From an optimization exercise on the open Yosys and OpenROAD flow, aimed at small area, a short achievable clock period and few clock cycles; shortcuts taken in it are not production practice.
Only simulation tests tie the RTL to the original design; equivalence was not proved.
Power figures rest on the tool's default switching activity, not on a simulated workload.

$ cat flow/run.sh
#!/bin/bash
# Standard layout with two changes: a fixed pin plan (written by flow/pins.py and sourced
# at the end of floorplan through ORFS's IO_CONSTRAINTS hook) that keeps each bit slice's
# ports together, and buf_1 as the port buffer instead of the resizer's default pick.
set -euo pipefail
python3 flow/pins.py 380 > pins.tcl 2> pins.log
export IO_CONSTRAINTS="$PWD/pins.tcl"
export BUFFER_PORTS_ARGS="-buffer_cell sky130_fd_sc_hd__buf_1"
bash standard.sh > flow_standard.log 2>&1
$ cat flow/pins.py
#!/usr/bin/env python3
"""Writes pins.tcl, a fixed pin plan for bmem_top on a square die (side given, um).

The control pins sit at the middle of the bottom edge; next to them, going outward,
the address slices (icache_addr[a], bmem_addr[a], dcache_addr[a]) and then the write
slices (the four dcache_wdata bits that bmem_wdata[k] selects from, and bmem_wdata[k]),
wrapping round the bottom corners. The read slices (bmem_rdata[k] with the eight rdata
outputs it feeds) are spread over the rest of the edge. Every path from an input to an
output then stays inside one slice."""
import sys

side = float(sys.argv[1]) if len(sys.argv) > 1 else 380.0
margin = 12.0
M2_OFF, M2_PITCH = 0.23, 0.46     # vertical layer, bottom and top edges
M3_OFF, M3_PITCH = 0.34, 0.68     # horizontal layer, left and right edges
STEP = 2                          # every second track, as place_pins does by default

def tracks(off, pitch):
    out = []
    i = 0
    while True:
        v = off + pitch * i
        if v > side - margin:
            break
        if v >= margin:
            out.append(round(v, 3))
        i += STEP
    return out

xs = tracks(M2_OFF, M2_PITCH)
ys = tracks(M3_OFF, M3_PITCH)
# slots as (edge, coordinate)
bottom = [("B", x) for x in xs]
top = [("T", x) for x in xs]
left = [("L", y) for y in ys]
right = [("R", y) for y in ys]

ctl = ["icache_read", "dcache_read", "dcache_write", "bmem_write", "bmem_ready", "bmem_read",
       "bmem_rvalid", "icache_resp", "dcache_resp", "rst_n", "clk"]
addr = [[f"icache_addr[{a}]", f"bmem_addr[{a}]", f"dcache_addr[{a}]"] for a in range(32)]
wr = [[f"dcache_wdata[{k}]", f"dcache_wdata[{k+64}]", f"bmem_wdata[{k}]",
       f"dcache_wdata[{k+128}]", f"dcache_wdata[{k+192}]"] for k in range(64)]
rd = [[f"icache_rdata[{k}]", f"dcache_rdata[{k}]", f"icache_rdata[{k+64}]", f"dcache_rdata[{k+64}]",
       f"bmem_rdata[{k}]", f"icache_rdata[{k+192}]", f"dcache_rdata[{k+192}]",
       f"icache_rdata[{k+128}]", f"dcache_rdata[{k+128}]"] for k in range(64)]

# Walk outward from the bottom centre: the left path runs to the bottom-left corner then up
# the left edge; the right path to the bottom-right corner then up the right edge.
mid = len(bottom) // 2
c0 = mid - len(ctl) // 2
assign = {}
for i, n in enumerate(ctl):
    assign[n] = bottom[c0 + i]
lpath = bottom[:c0][::-1] + left
rpath = bottom[c0 + len(ctl):] + right
li = ri = 0
half_a = len(addr) // 2
half_w = len(wr) // 2
lseq = addr[:half_a] + wr[:half_w]
rseq = addr[half_a:] + wr[half_w:]
for g in lseq:
    for n in g[::-1]:
        assign[n] = lpath[li]; li += 1
for g in rseq:
    for n in g:
        assign[n] = rpath[ri]; ri += 1
# Remaining slots: up the rest of the left edge, across the top, down the right edge.
rest = left[li - len(bottom[:c0]):] if li > c0 else left
rest_r = right[ri - len(bottom[c0 + len(ctl):]):] if ri > len(bottom) - c0 - len(ctl) else right
free = rest + top + rest_r[::-1]
n_rd = sum(len(g) for g in rd)
assert n_rd <= len(free), (n_rd, len(free))
# spread the read groups evenly over the free slots
gap = (len(free) - n_rd) / len(rd)
pos = 0.0
for g in rd:
    p = int(round(pos))
    for j, n in enumerate(g):
        assign[n] = free[p + j]
    pos += len(g) + gap

assert len(set(assign.values())) == len(assign) == 1003, len(assign)
lines = []
for n, (e, v) in sorted(assign.items()):
    if e == "B":
        lines.append(f"place_pin -pin_name {{{n}}} -layer met2 -location {{{v} 0.24}} -pin_size {{0.14 0.48}}")
    elif e == "T":
        lines.append(f"place_pin -pin_name {{{n}}} -layer met2 -location {{{v} {side-0.24:.3f}}} -pin_size {{0.14 0.48}}")
    elif e == "L":
        lines.append(f"place_pin -pin_name {{{n}}} -layer met3 -location {{0.4 {v}}} -pin_size {{0.8 0.3}}")
    else:
        lines.append(f"place_pin -pin_name {{{n}}} -layer met3 -location {{{side-0.4:.3f} {v}}} -pin_size {{0.8 0.3}}")
print("\n".join(lines))
$ cat standard.sh
#!/bin/bash
# synth_recipe.tcl (not shown) runs the flow's synth.tcl, then flattens the netlist and writes it again
# the make line also repeats each setting of config.mk as NAME=value (left out here)
make -C /OpenROAD-flow-scripts/flow DESIGN_CONFIG=/design/flow/config.mk WORK_HOME=/design/flow/orfs CLKGATE_MAP_FILE= SYNTH_SCRIPT=/design/flow/synth_recipe.tcl "${@:-finish}"
$ cat config.mk
export PLATFORM = sky130hd
export DESIGN_NAME = bmem_top
export DESIGN_NICKNAME = bmem_top
export VERILOG_FILES = /design/flow/design.v
export SDC_FILE = /design/flow/constraint.sdc
export NUM_CORES = 4
export LEC_CHECK = 0
export ABC_AREA = 1
export CAP_MARGIN = 20
export CORE_AREA = 10 10 370 370
export CTS_BUF_LIST = sky130_fd_sc_hd__clkbuf_8
export DIE_AREA = 0 0 380 380
export PLACE_DENSITY = 0.4
export SETUP_SLACK_MARGIN = 2.2
export SLEW_MARGIN = 20
$ cat constraint.sdc
create_clock -name core_clock -period 5.0 [get_ports {clk}]
set_input_delay 1.0000 -clock core_clock [delete_from_list [all_inputs] [get_ports {clk}]]
set_output_delay 1.0000 -clock core_clock [all_outputs]
set_load 0.01 [all_outputs]
$ cat design.v
`timescale 1ns/1ps
package mem_burst_pkg;
    localparam int ADDR_W         = 32;
    localparam int BEAT_W         = 64;     
    localparam int BEATS_PER_LINE = 4;
    localparam int LINE_W         = BEAT_W * BEATS_PER_LINE;   
    localparam int BEAT_IDX_W     = 2;      
    localparam int LINE_OFFSET_W  = 5;      
    typedef logic [ADDR_W-1:0] addr_t;
    typedef logic [BEAT_W-1:0] beat_t;
    typedef logic [LINE_W-1:0] line_t;
    typedef struct packed {
        addr_t addr;      
        logic  read;      
        logic  write;     
        line_t wdata;     
    } line_req_t;
    typedef struct packed {
        logic  resp;      
        line_t rdata;     
    } line_resp_t;
endpackage
`timescale 1ns/1ps
module beat_counter (
    input  logic                                      clk,
    input  logic                                      rst_n,
    input  logic                                      beat_advance,   
    output logic [mem_burst_pkg::BEATS_PER_LINE-1:0]  beat_oh
);
    always_ff @(posedge clk) begin
        if (!rst_n) begin
            beat_oh <= 4'b0001;
        end else if (beat_advance) begin
            beat_oh <= {beat_oh[2:0], beat_oh[3]};
        end
    end
endmodule
module beat_counter_gated (
    input  logic                                      clk,
    input  logic                                      rst_n,
    input  logic                                      start,          
    input  logic                                      beat_advance,   
    output logic [mem_burst_pkg::BEATS_PER_LINE-1:0]  beat_oh
);
    always_ff @(posedge clk) begin
        if (!rst_n) begin
            beat_oh <= 4'b0000;
        end else if (start) begin
            beat_oh <= 4'b0001;
        end else if (beat_advance) begin
            beat_oh <= {beat_oh[2:0], 1'b0};
        end
    end
endmodule
`timescale 1ns/1ps
module line_assembler (
    input  logic                  clk,
    input  logic                  beat_we,      
    input  logic [2:0]            slot_oh,      
    input  mem_burst_pkg::beat_t  bmem_rdata,
    output mem_burst_pkg::line_t  rd_line
);
    mem_burst_pkg::beat_t beat0, beat1, beat2;
    always_ff @(posedge clk) begin
        if (beat_we && slot_oh[0]) beat0 <= bmem_rdata;
        if (beat_we && slot_oh[1]) beat1 <= bmem_rdata;
        if (beat_we && slot_oh[2]) beat2 <= bmem_rdata;
    end
    assign rd_line = {bmem_rdata, beat2, beat1, beat0};
endmodule
`timescale 1ns/1ps
module write_beat_mux (
    input  mem_burst_pkg::line_t                     wr_line,     
    input  logic [mem_burst_pkg::BEATS_PER_LINE-1:0] beat_oh,     
    input  logic [mem_burst_pkg::BEATS_PER_LINE-1:0] beat_oh_hi,  
    output mem_burst_pkg::beat_t                     bmem_wdata
);
    localparam int W = mem_burst_pkg::BEAT_W;
    localparam int H = W / 2;
    assign bmem_wdata[H-1:0] = ({H{beat_oh[0]}} & wr_line[0*W +: H])
                             | ({H{beat_oh[1]}} & wr_line[1*W +: H])
                             | ({H{beat_oh[2]}} & wr_line[2*W +: H])
                             | ({H{beat_oh[3]}} & wr_line[3*W +: H]);
    assign bmem_wdata[W-1:H] = ({H{beat_oh_hi[0]}} & wr_line[0*W+H +: H])
                             | ({H{beat_oh_hi[1]}} & wr_line[1*W+H +: H])
                             | ({H{beat_oh_hi[2]}} & wr_line[2*W+H +: H])
                             | ({H{beat_oh_hi[3]}} & wr_line[3*W+H +: H]);
endmodule
`timescale 1ns/1ps
module burst_req_fsm (
    input  logic                     clk,
    input  logic                     rst_n,
    input  mem_burst_pkg::line_req_t icache_req,
    input  mem_burst_pkg::line_req_t dcache_req,
    input  logic                     bmem_ready,
    input  logic                     bmem_rvalid,
    input  logic                     wr_last,         
    output mem_burst_pkg::addr_t     bmem_addr,
    output logic                     bmem_read,
    output logic                     bmem_write,
    output logic                     wr_advance,      
    output logic                     wr_start,        
    output logic [2:0]               rd_slot_oh,      
    output logic                     icache_resp_pulse,
    output logic                     dcache_resp_pulse
);
    logic rd_arm;      
    logic rd_busy;     
    logic wr_busy;     
    logic sel_dcache;  
    logic sel_icache;  
    logic sel_dcache_hi, sel_icache_hi;
    logic rd_last_i, rd_last_d;
    logic rd_advance;
    logic idle;
    logic rd_done, wr_done, done;
    logic dcache_want, icache_want;
    logic pick_d, pick_i;
    assign dcache_want = dcache_req.read || dcache_req.write;
    assign icache_want = icache_req.read;                       
    assign idle       = !(rd_arm || rd_busy || wr_busy);
    assign rd_advance = rd_busy && bmem_rvalid;
    assign wr_advance = wr_busy && bmem_ready;
    assign rd_done    = (rd_last_i || rd_last_d) && bmem_rvalid;    
    assign wr_done    = wr_last && bmem_ready;                      
    assign done       = rd_done || wr_done;
    assign pick_d = dcache_want && (idle || (done && !sel_dcache));
    assign pick_i = icache_want && ((idle && !dcache_want) || (done && sel_dcache));
    always_ff @(posedge clk) begin
        if (!rst_n) begin
            rd_arm  <= 1'b0;
            rd_busy <= 1'b0;
            wr_busy <= 1'b0;
        end else if (pick_d || pick_i) begin
            rd_arm  <= pick_i || !dcache_req.write;
            rd_busy <= 1'b0;
            wr_busy <= pick_d && dcache_req.write;              
        end else begin
            if (rd_arm && bmem_ready) begin
                rd_arm  <= 1'b0;
                rd_busy <= 1'b1;
            end
            if (rd_done) rd_busy <= 1'b0;
            if (wr_done) wr_busy <= 1'b0;
        end
    end
    always_ff @(posedge clk) begin
        if (!rst_n) begin
            sel_dcache <= 1'b0;
            sel_icache <= 1'b0;
        end else if (pick_d || pick_i) begin
            sel_dcache <= pick_d;
            sel_icache <= pick_i;
        end
    end
    always_ff @(posedge clk) begin
        if (!rst_n) begin
            sel_dcache_hi <= 1'b0;
            sel_icache_hi <= 1'b0;
        end else if (pick_d || pick_i) begin
            sel_dcache_hi <= pick_d;
            sel_icache_hi <= pick_i;
        end else if (done) begin
            sel_dcache_hi <= 1'b0;
            sel_icache_hi <= 1'b0;
        end
    end
    always_ff @(posedge clk) begin
        if (!rst_n) begin
            rd_slot_oh <= 3'b001;
            rd_last_i  <= 1'b0;
            rd_last_d  <= 1'b0;
        end else if (rd_advance) begin
            rd_slot_oh <= {rd_slot_oh[1:0], rd_last_i || rd_last_d};
            rd_last_i  <= rd_slot_oh[2] && !sel_dcache;
            rd_last_d  <= rd_slot_oh[2] && sel_dcache;
        end
    end
    localparam int AH = mem_burst_pkg::ADDR_W / 2;
    assign bmem_addr[AH-1:0] = ({AH{sel_dcache}} & dcache_req.addr[AH-1:0])
                             | ({AH{sel_icache}} & icache_req.addr[AH-1:0]);
    assign bmem_addr[mem_burst_pkg::ADDR_W-1:AH] =
                               ({AH{sel_dcache_hi}} & dcache_req.addr[mem_burst_pkg::ADDR_W-1:AH])
                             | ({AH{sel_icache_hi}} & icache_req.addr[mem_burst_pkg::ADDR_W-1:AH]);
    assign bmem_read  = rd_arm && bmem_ready;                   
    assign bmem_write = wr_busy;
    assign wr_start   = pick_d && dcache_req.write;
    assign icache_resp_pulse = rd_last_i && bmem_rvalid;
    assign dcache_resp_pulse = (rd_last_d && bmem_rvalid) || wr_done;
endmodule
`timescale 1ns/1ps
module bmem_controller (
    input  logic                     clk,
    input  logic                     rst_n,
    input  mem_burst_pkg::line_req_t  icache_req,     
    output mem_burst_pkg::line_resp_t icache_resp,
    input  mem_burst_pkg::line_req_t  dcache_req,
    output mem_burst_pkg::line_resp_t dcache_resp,
    output mem_burst_pkg::addr_t     bmem_addr,
    output logic                     bmem_read,
    output logic                     bmem_write,
    output mem_burst_pkg::beat_t     bmem_wdata,
    input  logic                     bmem_ready,
    input  mem_burst_pkg::beat_t     bmem_rdata,
    input  logic                     bmem_rvalid
);
    logic                                     wr_advance;
    logic [mem_burst_pkg::BEATS_PER_LINE-1:0] wr_beat_oh;
    logic [mem_burst_pkg::BEATS_PER_LINE-1:0] wr_beat_oh_hi;
    logic                                     wr_start;
    logic [2:0]                               rd_slot_oh;
    logic                                     icache_resp_pulse;
    logic                                     dcache_resp_pulse;
    mem_burst_pkg::line_t                     rd_line;
    burst_req_fsm fsm_i (
        .clk               (clk),
        .rst_n             (rst_n),
        .icache_req        (icache_req),
        .dcache_req        (dcache_req),
        .bmem_ready        (bmem_ready),
        .bmem_rvalid       (bmem_rvalid),
        .wr_last           (wr_beat_oh[3]),
        .bmem_addr         (bmem_addr),
        .bmem_read         (bmem_read),
        .bmem_write        (bmem_write),
        .wr_advance        (wr_advance),
        .wr_start          (wr_start),
        .rd_slot_oh        (rd_slot_oh),
        .icache_resp_pulse (icache_resp_pulse),
        .dcache_resp_pulse (dcache_resp_pulse)
    );
    beat_counter wr_cnt_i (
        .clk          (clk),
        .rst_n        (rst_n),
        .beat_advance (wr_advance),
        .beat_oh      (wr_beat_oh)
    );
    beat_counter_gated wr_cnt_hi_i (
        .clk          (clk),
        .rst_n        (rst_n),
        .start        (wr_start),
        .beat_advance (wr_advance),
        .beat_oh      (wr_beat_oh_hi)
    );
    line_assembler line_asm_i (
        .clk        (clk),
        .beat_we    (bmem_rvalid),       
        .slot_oh    (rd_slot_oh),
        .bmem_rdata (bmem_rdata),
        .rd_line    (rd_line)
    );
    write_beat_mux wr_mux_i (
        .wr_line    (dcache_req.wdata),
        .beat_oh    (wr_beat_oh),
        .beat_oh_hi (wr_beat_oh_hi),
        .bmem_wdata (bmem_wdata)
    );
    assign icache_resp.resp  = icache_resp_pulse;
    assign icache_resp.rdata = rd_line;
    assign dcache_resp.resp  = dcache_resp_pulse;
    assign dcache_resp.rdata = rd_line;
endmodule
`timescale 1ns/1ps
module bmem_top (
    input  logic         clk,
    input  logic         rst_n,
    input  logic [31:0]  icache_addr,
    input  logic         icache_read,
    output logic         icache_resp,
    output logic [255:0] icache_rdata,
    input  logic [31:0]  dcache_addr,
    input  logic         dcache_read,
    input  logic         dcache_write,
    input  logic [255:0] dcache_wdata,
    output logic         dcache_resp,
    output logic [255:0] dcache_rdata,
    output logic [31:0]  bmem_addr,
    output logic         bmem_read,
    output logic         bmem_write,
    output logic [63:0]  bmem_wdata,
    input  logic         bmem_ready,
    input  logic [63:0]  bmem_rdata,
    input  logic         bmem_rvalid
);
    mem_burst_pkg::line_req_t  icache_req_s;
    mem_burst_pkg::line_req_t  dcache_req_s;
    mem_burst_pkg::line_resp_t icache_resp_s;
    mem_burst_pkg::line_resp_t dcache_resp_s;
    assign icache_req_s.addr  = icache_addr;
    assign icache_req_s.read  = icache_read;
    assign icache_req_s.write = 1'b0;
    assign icache_req_s.wdata = '0;
    assign dcache_req_s.addr  = dcache_addr;
    assign dcache_req_s.read  = dcache_read;
    assign dcache_req_s.write = dcache_write;
    assign dcache_req_s.wdata = dcache_wdata;
    bmem_controller ctrl_i (
        .clk         (clk),
        .rst_n       (rst_n),
        .icache_req  (icache_req_s),
        .icache_resp (icache_resp_s),
        .dcache_req  (dcache_req_s),
        .dcache_resp (dcache_resp_s),
        .bmem_addr   (bmem_addr),
        .bmem_read   (bmem_read),
        .bmem_write  (bmem_write),
        .bmem_wdata  (bmem_wdata),
        .bmem_ready  (bmem_ready),
        .bmem_rdata  (bmem_rdata),
        .bmem_rvalid (bmem_rvalid)
    );
    assign icache_resp  = icache_resp_s.resp;
    assign icache_rdata = icache_resp_s.rdata;
    assign dcache_resp  = dcache_resp_s.resp;
    assign dcache_rdata = dcache_resp_s.rdata;
endmodule
==> flow_metrics.tcl, run 1 <==
set metrics [dict create \
    grt_pass1_wl_mm 56.95 \
    post_drt_wl_per_cell_microns 11.23 \
    clk_pin_slew_ns 0.06 \
    layout_common_cells "buf_1, nand2_1, edfxtp_1, nand4_1, clkbuf_8" \
    numCtsBuffers 39 \
    synthCells 1019 \
    whs_path_depth 2 \
    start_kind "input port" \
    synth_top_cell_by_area "edfxtp_1" \
    holdPathEnd "ctrl_i.fsm_i.rd_slot_oh[0]" \
    htreeDepth 2 \
    dieArea_sq_um 144400 \
    synth_area_per_cell_sq_um 10.72 \
    reg2reg_depth 3 \
    crit_path_end_kind "primary output" \
    drive_gt1_share_pct 4.858 \
    cts_root_buffer "clkbuf_8" \
    maxSlewViolCount 0 \
    grt_max_degree 38 \
    cts_tree "yes" \
    synth.distinct_cells 26 \
    grt_usage_pct 4.890 \
    ys_warn_count 4 \
    p_per_area_nw_per_um2 282.8 \
    drt-pass1-iter-count 5 \
    setup_viol 0 \
    place_ws_ns 2.020 \
    synth_seq_area_share_pct 56.46 \
    hp-class "reg2reg" \
    status "finished clean" \
    core_area_sq_um 129200 \
    synth_edf_count 192 \
    nets 2100 \
    synth_seq_cells 212 \
    routed_wl_mm 38.99 \
    grt-ovfl-total 0 \
    synth_top_family_by_area "buffers and inverters" \
    min-delay-start "ctrl_i.fsm_i.rd_slot_oh[0]" \
    synthAdderAreaFrac_pct 0 \
    die_h_microns 380 \
    crit_fanout 6 \
    period_share_pct 53.04 \
    skew_ns 0.02193 \
    synth.top_cell.area_share_pct 52.79 \
    cts.sinks 212 \
    row_count 132 \
    synth_compound_area_share_pct 3.815 \
    num_vias 9235 \
    fin_crit_ns 2.652 \
    tightest_slew_ns 0.7686 \
    ioPinCount 0 \
    clk_latency_ns 0.62 \
    tns_ns 0 \
    buffer_ports.inserted 1002 \
    relSlewSlack_pct 48.76 \
    start_util_pct 8.456 \
    grt_pass1_vias 10200 \
    syn_nets 1410 \
    rsz0062_at_grt "false" \
    syn_to_final_growth_pct 37.70 \
    crit_arrival_ns 1.65 \
    synthFlopType "edfxtp_1" \
    r2r_slack_ns 3.07 \
    cts_setup_buffers 0 \
    hold_viol 0 \
    drt-vias-per-instance 2.659 \
    reg2reg_to "ctrl_i.line_asm_i.beat2[37]" \
    synth_xor_area_share_pct 0 \
    max-vdd-ir-drop_mv 0.1509 \
    synth.area.top_cells "edfxtp_1, buf_4, nand2_1, dfxtp_1, nand4_1" \
    final_antenna_net_count 0 \
    first_iter_violations 274 \
    syn_area_sq_um 10920 \
    antenna_found_initial 1 \
    clock.fmax_mhz 377.1 \
    cp.required_ns 4.00 \
    critPathKind "in2out" \
    drc 0 \
    hold-worst-slack_ns 0.4862 \
    maxCapViolCount 0 \
    clockBufferDepth 3 \
    synthArstFlopShare_pct 0 \
    synthMuxAreaShare_pct 0 \
    p_leak_nw 4.446 \
    die_w_microns 380 \
    yosys.area_share.simple_pct 15.26 \
    setup_slack_ns 2.348 \
    dpl.hpwl_mm 30.18 \
    r2r_start "ctrl_i.fsm_i.rd_slot_oh[2]" \
    final_common_cell "buf_1" \
    gp_congestion 0.7129 \
]
[metal layers]
metal / vias to the layer above / track usage [%] / wire, microns
li1: 4510 / - / -
met1: 4199 / 4.553 / 13260
met2: 461 / 9.329 / 20910
met3: 65 / 1.704 / 3326
met4: 0 / 2.485 / 1494
met5: - / 0 / 0
[sequential cells by signal, summed over array words and instances (netlist names)]
signal and flops:
ctrl_i.fsm_i.sel_dcache 1, ctrl_i.wr_cnt_hi_i.beat_oh 4, ctrl_i.line_asm_i.beat1 64, ctrl_i.fsm_i.wr_busy 1, ctrl_i.line_asm_i.beat0 64, ctrl_i.fsm_i.rd_slot_oh 3, ctrl_i.fsm_i.rd_busy 1, ctrl_i.fsm_i.rd_last_d 1
ctrl_i.wr_cnt_i.beat_oh 4, ctrl_i.fsm_i.rd_last_i 1, ctrl_i.line_asm_i.beat2 64, ctrl_i.fsm_i.rd_arm 1, ctrl_i.fsm_i.sel_dcache_hi 1, ctrl_i.fsm_i.sel_icache 1, ctrl_i.fsm_i.sel_icache_hi 1
[cells in the mapped netlist, types with 4 or more instances]
library cell / instances
nand3_1: 4
edfxtp_1: 192
nand2_2: 6
nor2_1: 17
nand4_1: 64
a21oi_1: 9
nand2_1: 277
o21ai_0: 6
dfxtp_1: 20
buf_2: 6
clkbuf_1: 31
a22o_1: 32
buf_4: 320
a21oi_2: 4
inv_1: 13
nand2_4: 6
[final cells by class]
type,instances,area [sq um]
fillers,14890,114100
flip-flops and latches,212,6183
repair buffers,1010,3857
well taps,1742,2180
multi-input cells,432,2083
clock buffers,40,550.5
clock inverters,21,120.1
inverters,14,60.06
diodes,2,5.005
[how the worst max path moves through the flow]
stage          cells after the start                     startpoint  slack (ns)                           to
4_1_cts                            4     ctrl_i.wr_cnt_i.beat_oh[0]        2.21               bmem_wdata[23]
2_1_floorplan                      2                    bmem_rvalid        2.29   ctrl_i.line_asm_i.beat2[0]
5_1_grt                            3  ctrl_i.wr_cnt_hi_i.beat_oh[1]        2.22               bmem_wdata[48]
3_3_place_gp                       4                    bmem_rvalid        2.03  ctrl_i.line_asm_i.beat0[34]
6_report                           4                    bmem_rvalid        2.35                  dcache_resp
3_5_place_dp                       4                    bmem_rvalid        2.02  ctrl_i.line_asm_i.beat0[33]
[kinds of logic after synthesis]
family / count (synthesis)
flops: 212
compound gates: 55
buf+inv: 375
simple gates: 377
[metrics by stage]
stage	util [%]	std cells	power (W)	cell area (sq um)
2_1_floorplan	-	1019	0.002534	10920
3_3_place_gp	11.08	3410	0.002771	14310
3_5_place_dp	11.08	3410	0.002769	14310
4_1_cts	11.63	3471	0.004411	15020
5_1_grt	11.64	3472	0.004538	15040
6_report	11.64	3473	0.004253	15040
[report_power, final]
group,internal [W],switching [W]
logic,0.000241,0.000434
clock network,0.000783,0.000749
registers,0.00200,0.0000480
[what timing repair did]
item | CTS | global route
gates resized for setup | 14 | 3
endpoints found under the setup margin | 96 | 38
hold buffers | 0 | 0
[worst max-delay path, cell delays in order]
cell     delay [ns]
buf_1          0.26
nand2_2        0.14
nand2_1        0.08
buf_1          0.18
Testbench counts, summed over its fixed seeds: cycles 13,461.
==> run 2, diff against run 1 <==
--- a/config.mk
+++ b/config.mk
@@ -13,3 +13,3 @@
 export PLACE_DENSITY = 0.4
-export SETUP_SLACK_MARGIN = 2.2
+export SETUP_SLACK_MARGIN = 2.4
 export SLEW_MARGIN = 20
==> run 2 against run 1 <==
Flip-flop and latch count unchanged; count of clock-buffer cells in the layout is 3 lower; core utilization increased by 0.29 points; non-clock buffer count increased by 18; hold slack better by 0.0038 ns; highest routed layer unchanged; first-iteration DRC count increased by 19%; still clean; sequential share of layout area shrank 0.83 points; cell count is 0.55% higher; sequential power hardly changed; critical path type unchanged; maximum frequency grew 6.1%; routed wire length up 1.9%.
==> flow_metrics.tcl, run 2 <==
set metrics [dict create \
    rsz0062_at_grt "true" \
    synth_seq_area_share_pct 56.46 \
    n_fill_cell 14890 \
    cpPeakStageDelay_ns 0.17 \
    period_share_pct 49.98 \
    relSlewSlack_pct 31.69 \
    grt-ovfl-total 0 \
    tns_ns 0 \
    hp-class "reg2reg" \
    synthFlopType "edfxtp_1" \
    synth.distinct_cells 26 \
    max-vdd-ir-drop_mv 0.1708 \
    skew_ns 0.01551 \
    cts.sinks 212 \
    post_drt_wl_per_cell_microns 11.37 \
    ys_top_cells_by_count "buf_4, nand2_1, edfxtp_1, nand4_1, a22o_1" \
    setup_slack_ns 2.501 \
    num_vias 9364 \
    synth_top_cell_by_area "edfxtp_1" \
    wl_met2_mm 21.49 \
    hold_buffers 0 \
    dpl.hpwl_mm 29.88 \
    combPwrFrac_pct 17.4 \
    holdPathEnd "ctrl_i.fsm_i.rd_slot_oh[0]" \
    multiInputGateArea_sq_um 2083 \
    cts_root_buffer "clkbuf_8" \
    power_frac_seq_pct 48.8 \
    whs_path_depth 2 \
    met3_length_mm 3.387 \
    drive_gt1_share_pct 9.320 \
    cts_tree "yes" \
    ioPinCount 0 \
    die_h_microns 380 \
    grt_usage_pct 4.943 \
    setup_viol 0 \
    synth_area_per_cell_sq_um 10.72 \
    syn_nets 1410 \
    synthArstFlopShare_pct 0 \
    antenna_found_initial 1 \
    start_kind "input port" \
    drt-pass1-iter-count 5 \
    tightest_slew_ns 1.025 \
    reg2reg_to "ctrl_i.line_asm_i.beat0[53]" \
    synth_seq_cells 212 \
    cp.required_ns 4.00 \
    dieArea_sq_um 144400 \
    drc 0 \
    p_switching_w 0.001233 \
    nets 2116 \
    crit_chain "buf_2, nand2_2, inv_1, buf_1" \
    clock.fmax_mhz 400.2 \
    crit_arrival_ns 1.50 \
    place_ws_ns 1.639 \
    core_area_sq_um 129200 \
    first_iter_violations 327 \
    gp_congestion 0.6893 \
    drt-vias-per-instance 2.682 \
    synth.area.top_cells "edfxtp_1, buf_4, nand2_1, dfxtp_1, nand4_1" \
    layout_common_cells "buf_1, nand2_1, edfxtp_1, nand4_1, buf_2" \
    maxCapViolCount 0 \
    routed_wl_mm 39.72 \
    die_w_microns 380 \
    r2r_start "ctrl_i.fsm_i.rd_slot_oh[0]" \
    maxSlewViolCount 0 \
    pwr-share-clk_pct 33.8 \
    synth_edf_count 192 \
    drt-met1-wl_mm 13.44 \
    r2r_slack_ns 2.77 \
    htreeDepth 2 \
    ys_warn_count 4 \
    final_antenna_net_count 0 \
    clockBufferDepth 3 \
    power.internal_w 0.002969 \
    hold-worst-slack_ns 0.4900 \
    buffer_ports.inserted 1002 \
    synthCells 1019 \
    reg2reg_depth 3 \
    synthMostInstantiatedCell "buf_4" \
    p_per_area_nw_per_um2 272.5 \
    syn_to_final_growth_pct 41.15 \
    hold_viol 0 \
    final_common_cell "buf_1" \
    syn_area_sq_um 10920 \
    grt_pass1_wl_mm 57.57 \
    crit_path_end_kind "primary output" \
    p_leak_nw 4.768 \
    numCtsBuffers 37 \
    cp_slowest_cell "buf_1" \
    start_util_pct 8.456 \
    grt_max_degree 36 \
    clk_latency_ns 0.61 \
    seqCellArea_sq_um 6211 \
    fin_crit_ns 2.499 \
    critPathKind "in2out" \
    grt_pass1_vias 10290 \
    synth.top_cell.area_share_pct 52.79 \
    dr.max_layer_used "met4" \
    switching_share_pct 29.34 \
    min-delay-start "ctrl_i.fsm_i.rd_slot_oh[0]" \
    row_count 132 \
    clk_pin_slew_ns 0.06 \
    layout_top_registers "ctrl_i.line_asm_i.beat0 (64), ctrl_i.line_asm_i.beat1 (64), ctrl_i.line_asm_i.beat2 (64)" \
    status "finished clean" \
    crit_fanout 6 \
]
-- run 2: layer usage --
| layer | GRT usage (%) | vias up |
|---|---|---|
| met5 | 0 | - |
| met4 | 2.435 | 0 |
| met3 | 1.704 | 57 |
| met2 | 9.573 | 447 |
| met1 | 4.528 | 4306 |
| li1 | - | 4554 |
-- run 2: worst max path at each step --
stage / from / end / slack, ns / depth (start not counted)
floorplan: bmem_rvalid / ctrl_i.line_asm_i.beat0[0] / 2.60 / 2
global placement: bmem_rvalid / ctrl_i.line_asm_i.beat0[61] / 1.73 / 4
global route: ctrl_i.wr_cnt_i.beat_oh[0] / bmem_wdata[12] / 2.38 / 4
finish: bmem_rvalid / icache_resp / 2.50 / 4
detailed placement: bmem_rvalid / ctrl_i.line_asm_i.beat1[61] / 1.64 / 4
CTS: ctrl_i.wr_cnt_i.beat_oh[3] / bmem_wdata[21] / 2.34 / 4
-- run 2: logic make-up (layout without fill, tap and decap cells) --
logic type	after synthesis	after routing	share of synthesized area [%]
other cells	0	1	0
simple gates	377	377	15.26
flops	212	212	56.46
compound gates	55	55	3.815
buf+inv	375	1105	24.47
-- run 2: stage by stage --
step | std cells | util (%) | total power [W] | area (sq um)
after floorplan | 1019 | - | 0.002533 | 10930
after global placement | 3410 | 11.08 | 0.002766 | 14310
after detailed placement | 3410 | 11.09 | 0.002765 | 14320
after CTS | 3489 | 11.88 | 0.004351 | 15340
after global routing | 3492 | 11.94 | 0.004468 | 15420
final | 3492 | 11.94 | 0.004201 | 15420
-- run 2: cell type report --
| type | count | area share [%] |
|---|---|---|
| Antenna cell | 1 | 0.01623 |
| Multi-Input combinational cell | 432 | 13.51 |
| Clock buffer | 37 | 3.303 |
| Clock inverter | 26 | 0.6980 |
| Inverter | 14 | 0.4139 |
| Sequential cell | 212 | 40.29 |
| Tap cell | 1742 | 14.14 |
| Timing Repair Buffer | 1028 | 27.63 |
-- run 2: timing repair --
action                                  4_1_cts  5_1_grt
endpoints found under the setup margin      130       29
cloned                                        3        1
gates resized for setup                      77       19
buffers inserted                             13        0
-- run 2: power groups by stage --
stage / registers, W / logic, W / clock network [W]
2_1_floorplan: 0.00208 / 0.000452 / 0
3_3_place_gp: 0.00210 / 0.000666 / 0
3_5_place_dp: 0.00210 / 0.000664 / 0
4_1_cts: 0.00205 / 0.000738 / 0.00156
5_1_grt: 0.00206 / 0.000803 / 0.00160
6_report: 0.00205 / 0.000730 / 0.00142
-- run 2: worst max-delay path: cells and delay by family --
| family | cells | cell delay (ns) |
|---|---|---|
| buffers and inverters | 3 | 0.40 |
| AND/OR/NAND/NOR | 1 | 0.11 |
==> run 3, diff against run 2 <==
--- a/config.mk
+++ b/config.mk
@@ -13,3 +13,3 @@
 export PLACE_DENSITY = 0.4
-export SETUP_SLACK_MARGIN = 2.4
+export SETUP_SLACK_MARGIN = 2.6
 export SLEW_MARGIN = 20
==> run 3 against run 2 <==
Still clean; via count is 0.88% higher; synthesized area stayed put; clock skew is 0.0036 ns higher; flip-flop and latch count unchanged; combinational power rose by 15%; cell count is 0.54% higher; core utilization rose by 0.46 points; hold slack gained 0.016 ns; non-clock buffer count rose by 17; clock power up 7%; register-to-register slack gained 0.29 ns; die area unchanged; largest power group unchanged.
==> flow_metrics.tcl, run 3 <==
set metrics [dict create \
    crit_arrival_ns 1.53 \
    synth_compound_area_share_pct 3.815 \
    relSlewSlack_pct 34.90 \
    skew_ns 0.01907 \
    cp.required_ns 4.00 \
    synth.area.top_cells "edfxtp_1, buf_4, nand2_1, dfxtp_1, nand4_1" \
    rsz0062_at_grt "true" \
    ioPinCount 0 \
    max-vdd-ir-drop_mv 0.1403 \
    first_iter_violations 325 \
    drive_gt1_share_pct 15.38 \
    r2r_slack_ns 3.06 \
    post_dp_cell_area_sq_um 14330 \
    clk_pin_slew_ns 0.06 \
    layout_top_registers "ctrl_i.line_asm_i.beat0 (64), ctrl_i.line_asm_i.beat1 (64), ctrl_i.line_asm_i.beat2 (64)" \
    gp_congestion 0.6916 \
    ys_top_cells_by_count "buf_4, nand2_1, edfxtp_1, nand4_1, a22o_1" \
    synthAdderAreaFrac_pct 0 \
    yosys.area_share.simple_pct 15.26 \
    grt_usage_pct 5.005 \
    die_h_microns 380 \
    synthArstFlopShare_pct 0 \
    grt-ovfl-total 0 \
    grt_max_degree 34 \
    synth_seq_cells 212 \
    synth_xor_area_share_pct 0 \
    syn_area_sq_um 10920 \
    post_drt_wl_per_cell_microns 11.71 \
    grt_pass1_vias 10190 \
    maxCapViolCount 0 \
    crit_fanout 8 \
    synthFlopType "edfxtp_1" \
    num_vias 9446 \
    start_kind "flip-flop" \
    drt-pass1-iter-count 4 \
    dieArea_sq_um 144400 \
    ys_warn_count 4 \
    tns_ns 0 \
    reg2reg_depth 2 \
    synth_seq_area_share_pct 56.46 \
    synthCells 1019 \
    die_w_microns 380 \
    r2r_start "ctrl_i.fsm_i.rd_slot_oh[0]" \
    core_area_sq_um 129200 \
    final_antenna_net_count 0 \
    hold_viol 0 \
    row_count 132 \
    drt-vias-per-instance 2.690 \
    synth_top_family_by_area "buffers and inverters" \
    p_leak_nw 5.176 \
    final_common_cell "buf_1" \
    clk_latency_ns 0.61 \
    synth_area_per_cell_sq_um 10.72 \
    synth.top_cell.area_share_pct 52.79 \
    synth_edf_count 192 \
    grt_pass1_wl_mm 58.09 \
    hp-class "reg2reg" \
    antenna_found_initial 1 \
    nets 2136 \
    start_util_pct 8.456 \
    routed_wl_mm 41.12 \
    holdPathEnd "ctrl_i.fsm_i.rd_last_d" \
    cts_tree "yes" \
    reg2reg_to "ctrl_i.line_asm_i.beat0[14]" \
    clock.fmax_mhz 395.2 \
    syn_nets 1410 \
    critPathKind "reg2out" \
    whs_path_depth 2 \
    cts_root_buffer "clkbuf_8" \
    clockBufferDepth 3 \
    dpl.hpwl_mm 29.88 \
    synth.distinct_cells 26 \
    fin_crit_ns 2.530 \
    numCtsBuffers 38 \
    stdcell_area_sq_um 16010 \
    p_per_area_nw_per_um2 274.9 \
    status "finished clean" \
    min-delay-start "ctrl_i.fsm_i.rd_last_d" \
    synth_top_cell_by_area "edfxtp_1" \
    crit_path_end_kind "primary output" \
    tightest_slew_ns 0.9712 \
    layout_common_cells "buf_1, nand2_1, edfxtp_1, buf_2, nand4_1" \
    maxSlewViolCount 0 \
    htreeDepth 2 \
    period_share_pct 50.60 \
    synthMuxAreaShare_pct 0 \
    synthMostInstantiatedCell "buf_4" \
    cts.sinks 212 \
    setup_viol 0 \
    syn_to_final_growth_pct 46.57 \
    hold_buffers 0 \
    buffer_ports.inserted 1002 \
    n_fill_cell 14840 \
    drc 0 \
]
[run 3: repair_timing]
| item | CTS | global route |
|---|---|---|
| pin swaps | 1 | 22 |
| setup buffers | 16 | 8 |
| gates cloned | 5 | 7 |
| resized for setup | 115 | 101 |
| setup endpoints to repair | 162 | 146 |
[run 3: worst max-delay path by stage]
| stage | startpoint | endpoint | depth (start not counted) |
|---|---|---|---|
| CTS | ctrl_i.wr_cnt_i.beat_oh[3] | bmem_wdata[31] | 4 |
| finish | ctrl_i.wr_cnt_i.beat_oh[0] | bmem_wdata[5] | 4 |
| floorplan | bmem_rvalid | ctrl_i.line_asm_i.beat0[0] | 2 |
| global route | ctrl_i.wr_cnt_hi_i.beat_oh[0] | bmem_wdata[45] | 4 |
| detailed placement | bmem_rvalid | ctrl_i.line_asm_i.beat0[61] | 4 |
| global placement | bmem_rvalid | ctrl_i.line_asm_i.beat0[61] | 4 |
[run 3: stage by stage]
| step | instances | util (%) | hold WS [ns] | total power (W) | setup WS [ns] |
|---|---|---|---|---|---|
| after floorplan | 1019 | - | 0.4671 | 0.002534 | 2.631 |
| after global placement | 3411 | 11.09 | 0.4988 | 0.002766 | 1.781 |
| after detailed placement | 3411 | 11.10 | 0.4992 | 0.002766 | 1.762 |
| after CTS | 3495 | 12.02 | 0.5062 | 0.004480 | 2.374 |
| after global routing | 3511 | 12.39 | 0.5351 | 0.004673 | 2.355 |
| final | 3511 | 12.39 | 0.5065 | 0.004400 | 2.470 |
[run 3: per-layer routing]
| metal | share of wire, % | vias to the layer above | global-route usage [%] |
|---|---|---|---|
| met2 | 54 | 469 | 9.597 |
| met4 | 3.3 | 0 | 2.348 |
| li1 | - | 4594 | - |
| met3 | 8.7 | 58 | 1.757 |
| met5 | 0 | - | 0 |
| met1 | 34 | 4325 | 4.687 |
[run 3: layout make-up]
cell class / count / area, sq um / area share [%]
antenna: 1 / 2.502 / 0.01563
clock buffer: 39 / 536.8 / 3.353
clock inverter: 24 / 133.9 / 0.8363
inverter: 14 / 63.81 / 0.3986
multi-input combinational: 432 / 2268 / 14.17
sequential: 212 / 6212 / 38.81
tap: 1742 / 2180 / 13.62
timing repair buffer: 1045 / 4601 / 28.74
timing repair inverter: 2 / 10.01 / 0.06253
[run 3: kinds of logic after synthesis]
family,count (synthesis)
buf+inv,375
simple gates,377
flops,212
compound gates,55
[run 3: power breakdown]
group | total [W] | switching, W | internal (W)
registers | 0.00204 | 0.0000447 | 0.00200
logic | 0.000837 | 0.000487 | 0.000350
clock network | 0.00152 | 0.000749 | 0.000771
total | 0.00440 | 0.00128 | 0.00312
[run 3: critical path, cell delays in order, from the launching register on]
cell,delay [ns]
dfxtp_4,0.44
clkbuf_16,0.20
nand2_1,0.05
nand4_1,0.08
buf_2,0.14
==> run 4, diff against run 3 <==
--- a/config.mk
+++ b/config.mk
@@ -15 +15,2 @@
 export SLEW_MARGIN = 20
+export TNS_END_PERCENT = 0
==> run 4 against run 3 <==
Still clean on timing, DRC and antenna; synthesized cell count unchanged; clock skew fell by 0.0079 ns; clock power about the same; die area is the same; critical endpoint is now bmem_read; largest power group unchanged.
==> flow_metrics.tcl, run 4 <==
set metrics [dict create \
    reg2reg_depth 3 \
    relSlewSlack_pct 33.48 \
    layout_common_cells "buf_1, nand2_1, edfxtp_1, buf_2, nand4_1" \
    grt_pass1_vias 10220 \
    clock.fmax_mhz 386.5 \
    fin_crit_ns 2.588 \
    top_usage_layer "met2" \
    start_util_pct 8.456 \
    synthFlopType "edfxtp_1" \
    ioPinCount 0 \
    whs_path_depth 2 \
    setup_viol 0 \
    critPathKind "in2out" \
    syn_to_final_growth_pct 41.54 \
    use_met3_pct 1.775 \
    clk_pin_slew_ns 0.06 \
    gp_congestion 0.6966 \
    final_common_cell "buf_1" \
    crit_path_end_kind "primary output" \
    cp.required_ns 4.00 \
    synthArstFlopShare_pct 0 \
    clk_latency_ns 0.61 \
    htreeDepth 2 \
    p_per_area_nw_per_um2 279.8 \
    dieArea_sq_um 144400 \
    tightest_slew_ns 0.9978 \
    clockBufferDepth 3 \
    cts_root_buffer "clkbuf_8" \
    drt-vias-per-instance 2.668 \
    setup_slack_ns 2.412 \
    p_leak_nw 4.798 \
    row_count 132 \
    crit_fanout 5 \
    maxCapViolCount 0 \
    final_antenna_net_count 0 \
    synth_area_per_cell_sq_um 10.72 \
    cts.sinks 212 \
    numCtsBuffers 38 \
    r2r_slack_ns 2.81 \
    grt_usage_pct 5.042 \
    nets 2114 \
    synth_edf_count 192 \
    grt_pass1_wl_mm 58.36 \
    drc 0 \
    grt_use_met1_pct 4.718 \
    layout_top_registers "ctrl_i.line_asm_i.beat0 (64), ctrl_i.line_asm_i.beat1 (64), ctrl_i.line_asm_i.beat2 (64)" \
    cts_tree "yes" \
    synth.area.top_cells "edfxtp_1, buf_4, nand2_1, dfxtp_1, nand4_1" \
    ys_top_cells_by_count "buf_4, nand2_1, edfxtp_1, nand4_1, a22o_1" \
    hold_viol 0 \
    antenna_found_initial 1 \
    place_ws_ns 1.776 \
    dpl.hpwl_mm 30.27 \
    tns_ns 0 \
    drt-pass1-iter-count 4 \
    max-vdd-ir-drop_mv 0.1608 \
    period_share_pct 51.75 \
    syn_area_sq_um 10920 \
    synth.top_cell.area_share_pct 52.79 \
    synth.distinct_cells 26 \
    synthMostInstantiatedCell "buf_4" \
    grt-ovfl-total 0 \
    synth_seq_area_share_pct 56.46 \
    num_vias 9328 \
    first_iter_violations 366 \
    hold_buffers 0 \
    syn_nets 1410 \
    die_h_microns 380 \
    grt_max_degree 36 \
    drive_gt1_share_pct 9.698 \
    synth_top_cell_by_area "edfxtp_1" \
    routed_wl_mm 39.95 \
    buffer_ports.inserted 1002 \
    post_drt_wl_per_cell_microns 11.43 \
    hp-class "reg2reg" \
    crit_arrival_ns 1.59 \
    start_kind "input port" \
    ys_warn_count 4 \
    core_area_sq_um 129200 \
    die_w_microns 380 \
    synthCells 1019 \
    skew_ns 0.01115 \
    synth_seq_cells 212 \
    grt_use_met2_pct 9.657 \
    rsz0062_at_grt "true" \
    maxSlewViolCount 0 \
    status "finished clean" \
]
[run 4: cell types whose count changed in the layout (fill, tap and decap cells not counted), sizes merged]
cell | before | now
clkinvlp | 6 | 3
clkbuf | 73 | 39
inv | 23 | 22
clkinv | 10 | 19
buf | 1011 | 1025
[run 4: metrics by stage]
stage	hold slack [ns]	total power, W	std cells	area (sq um)	utilization [%]
floorplan	0.4671	0.002534	1019	10940	-
global placement	0.4951	0.002767	3411	14320	11.09
finish	0.5055	0.004326	3496	15460	11.97
CTS	0.5099	0.004488	3494	15450	11.96
detailed placement	0.4936	0.002770	3412	14350	11.11
global route	0.5327	0.004605	3496	15460	11.97
[run 4: kinds of logic after synthesis]
kind of cell           synth area share, %
AOI/OAI and AO/OA                    3.815
buffers and inverters                24.47
DFF                                  56.46
and+or+nand+nor                      15.26
[run 4: critical path, stage by stage]
cell and delay (ns):
buf_1 0.24, nand2_1 0.09, inv_1 0.07, buf_1 0.18
[run 4: metal layers]
layer	part of all wire [%]	up-vias
met5	0	-
met4	3.5	0
met3	8.5	56
met2	54	454
met1	34	4266
li1	-	4552
[run 4: final timing paths]
check                              from                           to
max                          bmem_ready                    bmem_read
min              ctrl_i.fsm_i.rd_last_d       ctrl_i.fsm_i.rd_last_d
max reg2reg  ctrl_i.fsm_i.rd_slot_oh[1]  ctrl_i.line_asm_i.beat1[57]
min reg2reg      ctrl_i.fsm_i.rd_last_d       ctrl_i.fsm_i.rd_last_d
[run 4: power breakdown]
part / internal (W) / switching [W] / leakage [nW]
clock network: 0.000779 / 0.000768 / 0.394
logic: 0.000286 / 0.000443 / 2.46
registers: 0.00200 / 0.0000523 / 1.95
[run 4: final cells by class]
class                   count  area, sq um
fillers                 14890       113700
multi-input cells         432         2086
inverters                  14        63.81
clock inverters            31        157.7
repair buffers           1025         4224
well taps                1742         2180
diodes                      1        2.502
clock buffers              39        536.8
flip-flops and latches    212         6208
[run 4: what timing repair did]
item,4_1_cts,5_1_grt
resized for setup,100,1
cloned,4,0
setup buffers,8,1
setup endpoints to repair,129,145
==> run 5, diff against run 4 <==
--- a/config.mk
+++ b/config.mk
@@ -13,3 +13,3 @@
 export PLACE_DENSITY = 0.4
-export SETUP_SLACK_MARGIN = 2.6
+export SETUP_SLACK_MARGIN = 2.5
 export SLEW_MARGIN = 20
==> run 5 against run 4 <==
Power is 1.5% lower; routed wire length increased by 1.3%; final area is 0.41% lower; core utilization hardly changed; flip-flop and latch count unchanged; hold slack lost 0.020 ns; sequential power is essentially flat; critical path depth stayed put; largest power group unchanged.
==> flow_metrics.tcl, run 5 <==
set metrics [dict create \
    status "finished clean" \
    drt-vias-per-instance 2.679 \
    final_antenna_net_count 0 \
    layout_common_cells "buf_1, nand2_1, edfxtp_1, nand4_1, buf_2" \
    multiInputGateArea_sq_um 2083 \
    power_frac_seq_pct 48.2 \
    tightest_slew_ns 0.7689 \
    core_area_sq_um 129200 \
    tns_ns 0 \
    max-vdd-ir-drop_mv 0.1673 \
    post_drt_wl_per_cell_microns 11.59 \
    cp_slowest_cell "dfxtp_4" \
    drive_gt1_share_pct 9.148 \
    seqCellArea_sq_um 6207 \
    crit_chain "clkbuf_16, nand2_1, nand4_1, buf_2" \
    combPwrFrac_pct 17.0 \
    clk_pin_slew_ns 0.05 \
    crit_path_end_kind "primary output" \
    num_vias 9355 \
    synth.top_cell.area_share_pct 52.79 \
    ys_warn_count 4 \
    final_common_cell "buf_1" \
    dpl.hpwl_mm 30.44 \
    nets 2114 \
    cpPeakStageDelay_ns 0.42 \
    row_count 132 \
    grt_pass1_wl_mm 57.71 \
    clk_latency_ns 0.61 \
    pwr-share-clk_pct 34.8 \
    die_w_microns 380 \
    synthMostInstantiatedCell "buf_4" \
    relSlewSlack_pct 48.74 \
    synthFlopType "edfxtp_1" \
    ioPinCount 0 \
    synth_seq_cells 212 \
    fin_crit_ns 2.523 \
    maxSlewViolCount 0 \
    hold-worst-slack_ns 0.4854 \
    dieArea_sq_um 144400 \
    crit_arrival_ns 1.52 \
    maxCapViolCount 0 \
    die_h_microns 380 \
    p_switching_w 0.001257 \
    power.internal_w 0.003004 \
    gp_congestion 0.6986 \
    ys_top_cells_by_count "buf_4, nand2_1, edfxtp_1, nand4_1, a22o_1" \
    synth.distinct_cells 26 \
    cts.sinks 212 \
    layout_top_registers "ctrl_i.line_asm_i.beat0 (64), ctrl_i.line_asm_i.beat1 (64), ctrl_i.line_asm_i.beat2 (64)" \
    period_share_pct 50.45 \
    synth_top_cell_by_area "edfxtp_1" \
    buffer_ports.inserted 1002 \
    clockBufferDepth 3 \
    n_fill_cell 14860 \
    drc 0 \
    p_leak_nw 4.758 \
    hold_viol 0 \
    antenna_found_initial 1 \
    grt-ovfl-total 0 \
    first_iter_violations 334 \
    start_util_pct 8.456 \
    start_kind "flip-flop" \
    synth_area_per_cell_sq_um 10.72 \
    crit_fanout 9 \
    skew_ns 0.008974 \
    cp.required_ns 4.00 \
    synthCells 1019 \
    hp-class "reg2reg" \
    clock.fmax_mhz 396.4 \
    grt_pass1_vias 10140 \
    syn_nets 1410 \
    synth.area.top_cells "edfxtp_1, buf_4, nand2_1, dfxtp_1, nand4_1" \
    syn_to_final_growth_pct 40.96 \
    switching_share_pct 29.50 \
    grt_usage_pct 5.004 \
    rsz0062_at_grt "true" \
    numCtsBuffers 39 \
    routed_wl_mm 40.49 \
    synthArstFlopShare_pct 0 \
    cts_root_buffer "clkbuf_8" \
    syn_area_sq_um 10920 \
    p_per_area_nw_per_um2 276.8 \
    critPathKind "reg2out" \
    drt-pass1-iter-count 4 \
    setup_viol 0 \
    htreeDepth 2 \
    synth_seq_area_share_pct 56.46 \
    synth_edf_count 192 \
    grt_max_degree 38 \
    cts_tree "yes" \
]
==> run 5: cell types whose count changed in the layout (fill, tap and decap cells not counted), sizes merged <==
cell and delta:
buf -2, bufinv -1, clkinvlp -1, clkbuf +1, inv +2, clkinv -3
==> run 5: layout make-up <==
| class | instances | area share (%) |
|---|---|---|
| Clock buffer | 39 | 3.487 |
| Inverter | 14 | 0.3982 |
| Sequential cell | 212 | 40.32 |
| Tap cell | 1742 | 14.16 |
| Timing Repair Buffer | 1024 | 27.31 |
| Antenna cell | 1 | 0.01625 |
| Clock inverter | 28 | 0.7802 |
| Multi-Input combinational cell | 432 | 13.53 |
==> run 5: path summary, 6_finish.rpt <==
check | start | slack [ns] | endpoint | depth (start not counted)
min reg2reg | ctrl_i.fsm_i.rd_slot_oh[0] | 0.49 | ctrl_i.fsm_i.rd_slot_oh[0] | 2
max reg2reg | ctrl_i.fsm_i.rd_slot_oh[1] | 3.14 | ctrl_i.line_asm_i.beat1[6] | 3
min | ctrl_i.fsm_i.rd_slot_oh[0] | 0.49 | ctrl_i.fsm_i.rd_slot_oh[0] | 2
max | ctrl_i.wr_cnt_i.beat_oh[3] | 2.48 | bmem_wdata[31] | 4
==> run 5: layer usage <==
metal	share of wire [%]	track usage (%)	vias up
li1	-	-	4546
met1	34	4.811	4275
met2	53	9.373	468
met3	8.5	1.722	66
met4	3.8	2.550	0
met5	0	0	-
==> run 5: stage by stage <==
step | setup slack [ns] | util [%] | total power [W] | instances | area, sq um
6_report | 2.477 | 11.92 | 0.004261 | 3492 | 15390
5_1_grt | 2.370 | 11.92 | 0.004541 | 3492 | 15390
4_1_cts | 2.372 | 11.89 | 0.004415 | 3489 | 15350
3_5_place_dp | 2.019 | 11.09 | 0.002772 | 3411 | 14320
3_3_place_gp | 1.983 | 11.09 | 0.002773 | 3411 | 14320
2_1_floorplan | 2.295 | - | 0.002534 | 1019 | 10930
==> run 5: what timing repair did <==
item	in CTS	in global routing
pin swaps	0	0
setup buffers	8	1
gates resized for setup	93	2
hold buffers	0	0
endpoints found under the setup margin	99	99
cloned	3	1
==> run 5: worst max-delay path, delay by kind of cell, from the launching register on <==
| kind | cells | cell delay, ns |
|---|---|---|
| buf+inv | 2 | 0.34 |
| flops | 1 | 0.42 |
| simple gates | 2 | 0.15 |
==> run 5: cells by family (layout without fill, tap and decap cells) <==
logic type / after synthesis / in the layout / synth area share (%)
buf+inv: 375 / 1105 / 24.47
flops: 212 / 212 / 56.46
compound gates: 55 / 55 / 3.815
simple gates: 377 / 377 / 15.26
other cells: 0 / 1 / 0
==> run 5: power by group through the flow <==
stage | Clock, W | Combinational (W) | Sequential [W]
after global routing | 0.00168 | 0.000800 | 0.00206
final | 0.00148 | 0.000726 | 0.00205
after global placement | 0 | 0.000684 | 0.00209
after CTS | 0.00162 | 0.000741 | 0.00205
after floorplan | 0 | 0.000452 | 0.00208
after detailed placement | 0 | 0.000683 | 0.00209
==> run 6, diff against run 5 <==
--- a/config.mk
+++ b/config.mk
@@ -11,2 +11,4 @@
 export CTS_BUF_LIST = sky130_fd_sc_hd__clkbuf_8
+export CTS_CLUSTER_DIAMETER = 60
+export CTS_CLUSTER_SIZE = 12
 export DIE_AREA = 0 0 380 380
@@ -15,2 +17 @@
 export SLEW_MARGIN = 20
-export TNS_END_PERCENT = 0
==> run 6 against run 5 <==
Clock skew rose by 0.031 ns; non-clock buffer count is 17 higher; critical endpoint is now bmem_wdata[47]; synthesized cell count unchanged; combinational power up 7.2%; cell count shrank 0.32%; highest routed layer unchanged; largest cell class unchanged; final area up 0.76%; flip-flop and latch count did not move; first-iteration DRC count decreased by 13%; count of clock-buffer cells in the layout fell by 14; still clean; via count hardly changed; global-route usage shrank 0.14 points; die area unchanged.
==> flow_metrics.tcl, run 6 <==
set metrics [dict create \
    grt_usage_pct 4.864 \
    synthFlopType "edfxtp_1" \
    maxCapViolCount 0 \
    synthArstFlopShare_pct 0 \
    fin_crit_ns 2.549 \
    numCtsBuffers 24 \
    post_drt_wl_per_cell_microns 11.69 \
    first_iter_violations 291 \
    drc 0 \
    syn_to_final_growth_pct 42.03 \
    hold_viol 0 \
    cts_root_buffer "clkbuf_8" \
    power.internal_w 0.002821 \
    setup_slack_ns 2.451 \
    cp_slowest_cell "dfxtp_4" \
    stdcell_area_sq_um 15510 \
    relSlewSlack_pct 35.42 \
    combPwrFrac_pct 19.5 \
    crit_arrival_ns 1.55 \
    critPathKind "reg2out" \
    fin_cells 3481 \
    grt_max_degree 36 \
    dpl.hpwl_mm 29.88 \
    gp_congestion 0.6893 \
    synth_xor_area_share_pct 0 \
    max-vdd-ir-drop_mv 0.1690 \
    clock.fmax_mhz 392.3 \
    yosys.area_share.simple_pct 15.26 \
    switching_share_pct 29.36 \
    setup_viol 0 \
    row_count 132 \
    final_common_cell "buf_1" \
    synth.top_cell.area_share_pct 52.79 \
    cp.required_ns 4.00 \
    syn_area_sq_um 10920 \
    synth.distinct_cells 26 \
    clk_latency_ns 0.66 \
    place_ws_ns 1.639 \
    cts.sinks 212 \
    synth.area.top_cells "edfxtp_1, buf_4, nand2_1, dfxtp_1, nand4_1" \
    crit_fanout 16 \
    dp_cells 3410 \
    hp-class "reg2reg" \
    buffer_ports.inserted 1002 \
    p_switching_w 0.001172 \
    drive_gt1_share_pct 11.74 \
    skew_ns 0.04030 \
    die_h_microns 380 \
    ys_warn_count 4 \
    synthCells 1019 \
    die_w_microns 380 \
    status "finished clean" \
    routed_wl_mm 40.70 \
    start_kind "flip-flop" \
    synth_top_family_by_area "buffers and inverters" \
    syn_nets 1410 \
    synth_seq_area_share_pct 56.46 \
    antenna_found_initial 1 \
    clockBufferDepth 3 \
    synthAdderAreaFrac_pct 0 \
    ys_top_cells_by_count "buf_4, nand2_1, edfxtp_1, nand4_1, a22o_1" \
    grt_pass1_vias 10120 \
    start_util_pct 8.456 \
    post_dp_cell_area_sq_um 14320 \
    tightest_slew_ns 0.9634 \
    synth_top_cell_by_area "edfxtp_1" \
    num_vias 9362 \
    crit_path_end_kind "primary output" \
    period_share_pct 50.99 \
    power_frac_seq_pct 51.1 \
    p_per_area_nw_per_um2 257.4 \
    drt-pass1-iter-count 5 \
    final_antenna_net_count 0 \
    dieArea_sq_um 144400 \
    crit_chain "buf_12, nand2_1, nand4_1, buf_2" \
    hold_buffers 0 \
    p_total_w 0.003993 \
    grt_pass1_wl_mm 57.25 \
    pwr-share-clk_pct 29.4 \
    rsz0062_at_grt "true" \
    synthMuxAreaShare_pct 0 \
    core_area_sq_um 129200 \
    synth_seq_cells 212 \
    nets 2118 \
    htreeDepth 1 \
    p_leak_nw 4.819 \
    cts_tree "yes" \
    synth_edf_count 192 \
    synth_area_per_cell_sq_um 10.72 \
    cpPeakStageDelay_ns 0.44 \
    ioPinCount 0 \
    synthMostInstantiatedCell "buf_4" \
    synth_compound_area_share_pct 3.815 \
    layout_common_cells "buf_1, nand2_1, edfxtp_1, buf_2, nand4_1" \
    clk_pin_slew_ns 0.08 \
    maxSlewViolCount 0 \
    grt-ovfl-total 0 \
    layout_top_registers "ctrl_i.line_asm_i.beat0 (64), ctrl_i.line_asm_i.beat1 (64), ctrl_i.line_asm_i.beat2 (64)" \
    tns_ns 0 \
    drt-vias-per-instance 2.689 \
]
run 6: changes by cell type in the layout (fill, tap and decap cells not counted), moves of 5 or more:
cell,before,now
clkbuf_8,39,25
buf_2,62,69
inv_1,20,12
buf_4,6,17
clkinv_1,15,6
nand2_4,6,12
nand2_1,277,250
buf_12,8,13
buf_1,940,930
nand2_2,6,27
run 6: worst paths after layout:
check | from | to | slack [ns] | depth (start not counted)
setup / recovery | ctrl_i.wr_cnt_hi_i.beat_oh[1] | bmem_wdata[47] | 2.45 | 4
hold / removal | ctrl_i.fsm_i.rd_slot_oh[0] | ctrl_i.fsm_i.rd_slot_oh[0] | 0.49 | 2
setup reg to reg | ctrl_i.fsm_i.rd_slot_oh[0] | ctrl_i.line_asm_i.beat0[15] | 2.91 | 2
hold reg to reg | ctrl_i.fsm_i.rd_slot_oh[0] | ctrl_i.fsm_i.rd_slot_oh[0] | 0.49 | 2
run 6: logic make-up (layout without fill, tap and decap cells):
logic type      count (synthesis)  in the layout
simple gates                  377            377
buf+inv                       375           1094
flops                         212            212
compound gates                 55             55
other cells                     0              1
run 6: worst max-delay path, delay by kind of cell, from the launching register on:
family                 cells  cell delay [ns]
buffers and inverters      2             0.31
AND/OR/NAND/NOR            2             0.15
flip-flops                 1             0.44
run 6: per-stage QoR:
stage                     hold slack, ns  utilization, %
after floorplan                   0.4506               -
after global placement            0.4900           11.08
after detailed placement          0.4773           11.09
after CTS                         0.4984           11.81
after global routing              0.5149           12.01
final                             0.4925           12.01
run 6: area by class of cell:
type	count	area [sq um]
fill	14880	113600
sequential	212	6211
timing repair buffer	1041	4432
multi-input combinational	432	2181
tap	1742	2180
clock buffer	25	344.1
clock inverter	12	86.33
inverter	14	63.81
timing repair inverter	2	12.51
antenna	1	2.502
run 6: layer usage:
metal / GRT usage [%] / part of all wire, %
met5: 0 / 0
met4: 1.896 / 3.2
met3: 1.479 / 7.7
met2: 9.644 / 55
met1: 4.584 / 34
run 6: power by group through the flow:
stage | Combinational [W] | Clock [W] | Sequential (W)
6_report | 0.000778 | 0.00117 | 0.00204
5_1_grt | 0.000855 | 0.00133 | 0.00205
4_1_cts | 0.000766 | 0.00129 | 0.00204
3_5_place_dp | 0.000664 | 0 | 0.00210
3_3_place_gp | 0.000666 | 0 | 0.00210
2_1_floorplan | 0.000452 | 0 | 0.00208
run 6: what timing repair did:
action | 4_1_cts | 5_1_grt
pin swaps | 2 | 12
gates resized for setup | 108 | 37
hold endpoints to repair | 0 | 0
setup buffers | 19 | 6
endpoints found under the setup margin | 132 | 152
gates cloned | 3 | 5
==> run 7, diff against run 6 <==
--- a/config.mk
+++ b/config.mk
@@ -11,4 +11,2 @@
 export CTS_BUF_LIST = sky130_fd_sc_hd__clkbuf_8
-export CTS_CLUSTER_DIAMETER = 60
-export CTS_CLUSTER_SIZE = 12
 export DIE_AREA = 0 0 380 380
==> run 7 against run 6 <==
Power increased by 6.3%; die area unchanged; sequential share of layout area decreased by 0.30 points; core utilization increased by 0.091 points; synthesized area unchanged.
==> flow_metrics.tcl, run 7 <==
set metrics [dict create \
    status "finished clean" \
    tns_ns 0 \
    period_share_pct 49.49 \
    max-vdd-ir-drop_mv 0.1732 \
    numCtsBuffers 37 \
    post_dp_cell_area_sq_um 14320 \
    stdcell_area_sq_um 15630 \
    drt-pass1-iter-count 5 \
    synthFlopType "edfxtp_1" \
    layout_top_registers "ctrl_i.line_asm_i.beat0 (64), ctrl_i.line_asm_i.beat1 (64), ctrl_i.line_asm_i.beat2 (64)" \
    dpl.hpwl_mm 29.88 \
    ys_top_cells_by_count "buf_4, nand2_1, edfxtp_1, nand4_1, a22o_1" \
    antenna_found_initial 1 \
    n_fill_cell 14900 \
    fin_crit_ns 2.475 \
    row_count 132 \
    p_switching_w 0.001248 \
    crit_fanout 8 \
    switching_share_pct 29.42 \
    p_leak_nw 4.882 \
    hold-worst-slack_ns 0.4944 \
    hp-class "reg2reg" \
    grt_max_degree 36 \
    start_kind "flip-flop" \
    setup_viol 0 \
    p_per_area_nw_per_um2 271.5 \
    syn_nets 1410 \
    cts.sinks 212 \
    grt_pass1_wl_mm 57.77 \
    crit_path_end_kind "primary output" \
    clk_pin_slew_ns 0.06 \
    hold_viol 0 \
    drive_gt1_share_pct 11.58 \
    clockBufferDepth 3 \
    synth_seq_cells 212 \
    synth_area_per_cell_sq_um 10.72 \
    clk_latency_ns 0.60 \
    synth_edf_count 192 \
    fin_util_pct 12.10 \
    cp.required_ns 4.00 \
    post_drt_wl_per_cell_microns 11.59 \
    cts_tree "yes" \
    buffer_ports.inserted 1002 \
    die_h_microns 380 \
    crit_arrival_ns 1.47 \
    first_iter_violations 271 \
    relSlewSlack_pct 36.11 \
    core_area_sq_um 129200 \
    path_buf_inv 2 \
    clock.fmax_mhz 404.1 \
    combPwrFrac_pct 18.3 \
    syn_to_final_growth_pct 43.11 \
    synth.distinct_cells 26 \
    nets 2128 \
    skew_ns 0.01435 \
    drt-vias-per-instance 2.688 \
    crit_chain "clkbuf_16, nand2_2, nand4_1, buf_2" \
    cpPeakStageDelay_ns 0.43 \
    place_ws_ns 1.639 \
    start_util_pct 8.456 \
    cp_slowest_cell "dfxtp_4" \
    cts_root_buffer "clkbuf_8" \
    ioPinCount 0 \
    cp_top_family "flip-flops" \
    synth.top_cell.area_share_pct 52.79 \
    setup_slack_ns 2.525 \
    dieArea_sq_um 144400 \
    grt_usage_pct 4.966 \
    synth_seq_area_share_pct 56.46 \
    pwr-share-clk_pct 33.5 \
    htreeDepth 2 \
    rsz0062_at_grt "true" \
    final_antenna_net_count 0 \
    tightest_slew_ns 0.9532 \
    gp_congestion 0.6893 \
    critPathKind "reg2out" \
    synthMostInstantiatedCell "buf_4" \
    power_frac_seq_pct 48.2 \
    synth.area.top_cells "edfxtp_1, buf_4, nand2_1, dfxtp_1, nand4_1" \
    final_common_cell "buf_1" \
    drc 0 \
    die_w_microns 380 \
    num_vias 9420 \
    synthArstFlopShare_pct 0 \
    power.internal_w 0.002995 \
    grt_pass1_vias 10270 \
    ys_warn_count 4 \
    maxCapViolCount 0 \
    grt-ovfl-total 0 \
    syn_area_sq_um 10920 \
    synthCells 1019 \
    synth_top_cell_by_area "edfxtp_1" \
    routed_wl_mm 40.60 \
    maxSlewViolCount 0 \
    layout_common_cells "buf_1, nand2_1, edfxtp_1, buf_2, nand4_1" \
]
==> run 7: cell counts after synthesis <==
Identical to the previous run, type by type.
==> run 7: logic make-up (layout without fill, tap and decap cells) <==
group / Yosys count / count (layout) / synth area share, %
and+or+nand+nor: 377 / 377 / 15.26
other: 0 / 1 / 0
AOI/OAI and AO/OA: 55 / 55 / 3.815
buffers and inverters: 375 / 1117 / 24.47
DFF: 212 / 212 / 56.46
==> run 7: path summary, 6_finish.rpt <==
kind | from | end | slack [ns] | depth (start not counted)
worst max-delay path | ctrl_i.wr_cnt_hi_i.beat_oh[0] | bmem_wdata[32] | 2.53 | 4
worst min-delay path | ctrl_i.fsm_i.rd_slot_oh[0] | ctrl_i.fsm_i.rd_slot_oh[0] | 0.49 | 2
worst max register to register | ctrl_i.fsm_i.rd_slot_oh[0] | ctrl_i.line_asm_i.beat0[14] | 2.91 | 2
worst min register to register | ctrl_i.fsm_i.rd_slot_oh[0] | ctrl_i.fsm_i.rd_slot_oh[0] | 0.49 | 2
==> run 7: cell type report <==
class	instances	area, sq um	area share (%)
clock buffers	37	509.2	3.258
clock inverters	26	107.6	0.6884
well taps	1742	2180	13.94
multi-input cells	432	2136	13.66
flip-flops and latches	212	6211	39.74
repair buffers	1039	4415	28.25
diodes	1	2.502	0.01601
inverters	14	63.81	0.4083
repair inverters	1	5.005	0.03202
==> run 7: worst min-delay path: cells and delay by family, from the launching register on <==
family          cells  cell delay [ns]
flops               1             0.35
simple gates        1             0.05
compound gates      1             0.07
==> run 7: per-stage QoR <==
| stage | instances | power [W] |
|---|---|---|
| after floorplan | 1019 | 0.002533 |
| after CTS | 3495 | 0.004375 |
| final | 3504 | 0.004243 |
| after global routing | 3504 | 0.004513 |
| after detailed placement | 3410 | 0.002765 |
| after global placement | 3410 | 0.002766 |
==> run 7: power groups by stage <==
stage	Sequential (W)	Combinational [W]	Clock [W]
after floorplan	0.00208	0.000452	0
after global placement	0.00210	0.000666	0
after detailed placement	0.00210	0.000664	0
after CTS	0.00205	0.000769	0.00156
after global routing	0.00205	0.000852	0.00161
final	0.00205	0.000777	0.00142
==> run 7: what timing repair did <==
action,CTS,global route
pin swaps,2,10
hold buffers,0,0
resized for setup,111,22
buffers inserted,19,4
gates cloned,3,3
setup endpoints to repair,161,119
==> run 7: layer usage <==
metal  wire length [microns]  vias to the layer above  global-route usage [%]
li1                        -                     4577                       -
met1                   13770                     4343                   4.571
met2                   22130                      445                   9.620
met3                    3322                       55                   1.704
met4                    1375                        0                   2.399
met5                       0                        -                       0

-- separate check: timing with driven ports --
The results above use ideal ports. As a check the final layouts listed here were re-extracted and re-timed, cells and wires unchanged. Step 1: set_driving_cell puts a clkbuf_16 on clk and a buf_2 on each other input, an assumption about the parent block. Step 2 also shifts input and output timing later by t, the mid clock arrival at the registers, as if the neighbouring blocks saw the same clock. Slacks: no drivers / after step 1 / after step 2; pairs: no drivers / after step 1.
run	t (ns)	slack for setup (ns)	worst setup path at the end	worst data-port slew with drivers (ns)
run 1	0.656	2.348 / 2.305 / 2.079	input to register	0.06
run 2	0.650	2.501 / 2.459 / 1.882	input to register	0.06
run 3	0.656	2.470 / 2.419 / 2.226	input to register	0.05
run 4	0.655	2.412 / 2.369 / 1.918	input to register	0.06
run 5	0.656	2.477 / 2.426 / 2.280	input to register	0.06
run 6	0.686	2.451 / 2.400 / 2.032	input to register	0.06
run 7	0.649	2.525 / 2.475 / 2.037	input to register	0.06
After both steps setup and hold are still met in every run listed. For run 2, which loses most, drivers alone change the setup slack by -0.042 ns; drivers and shift together by -0.619 ns.
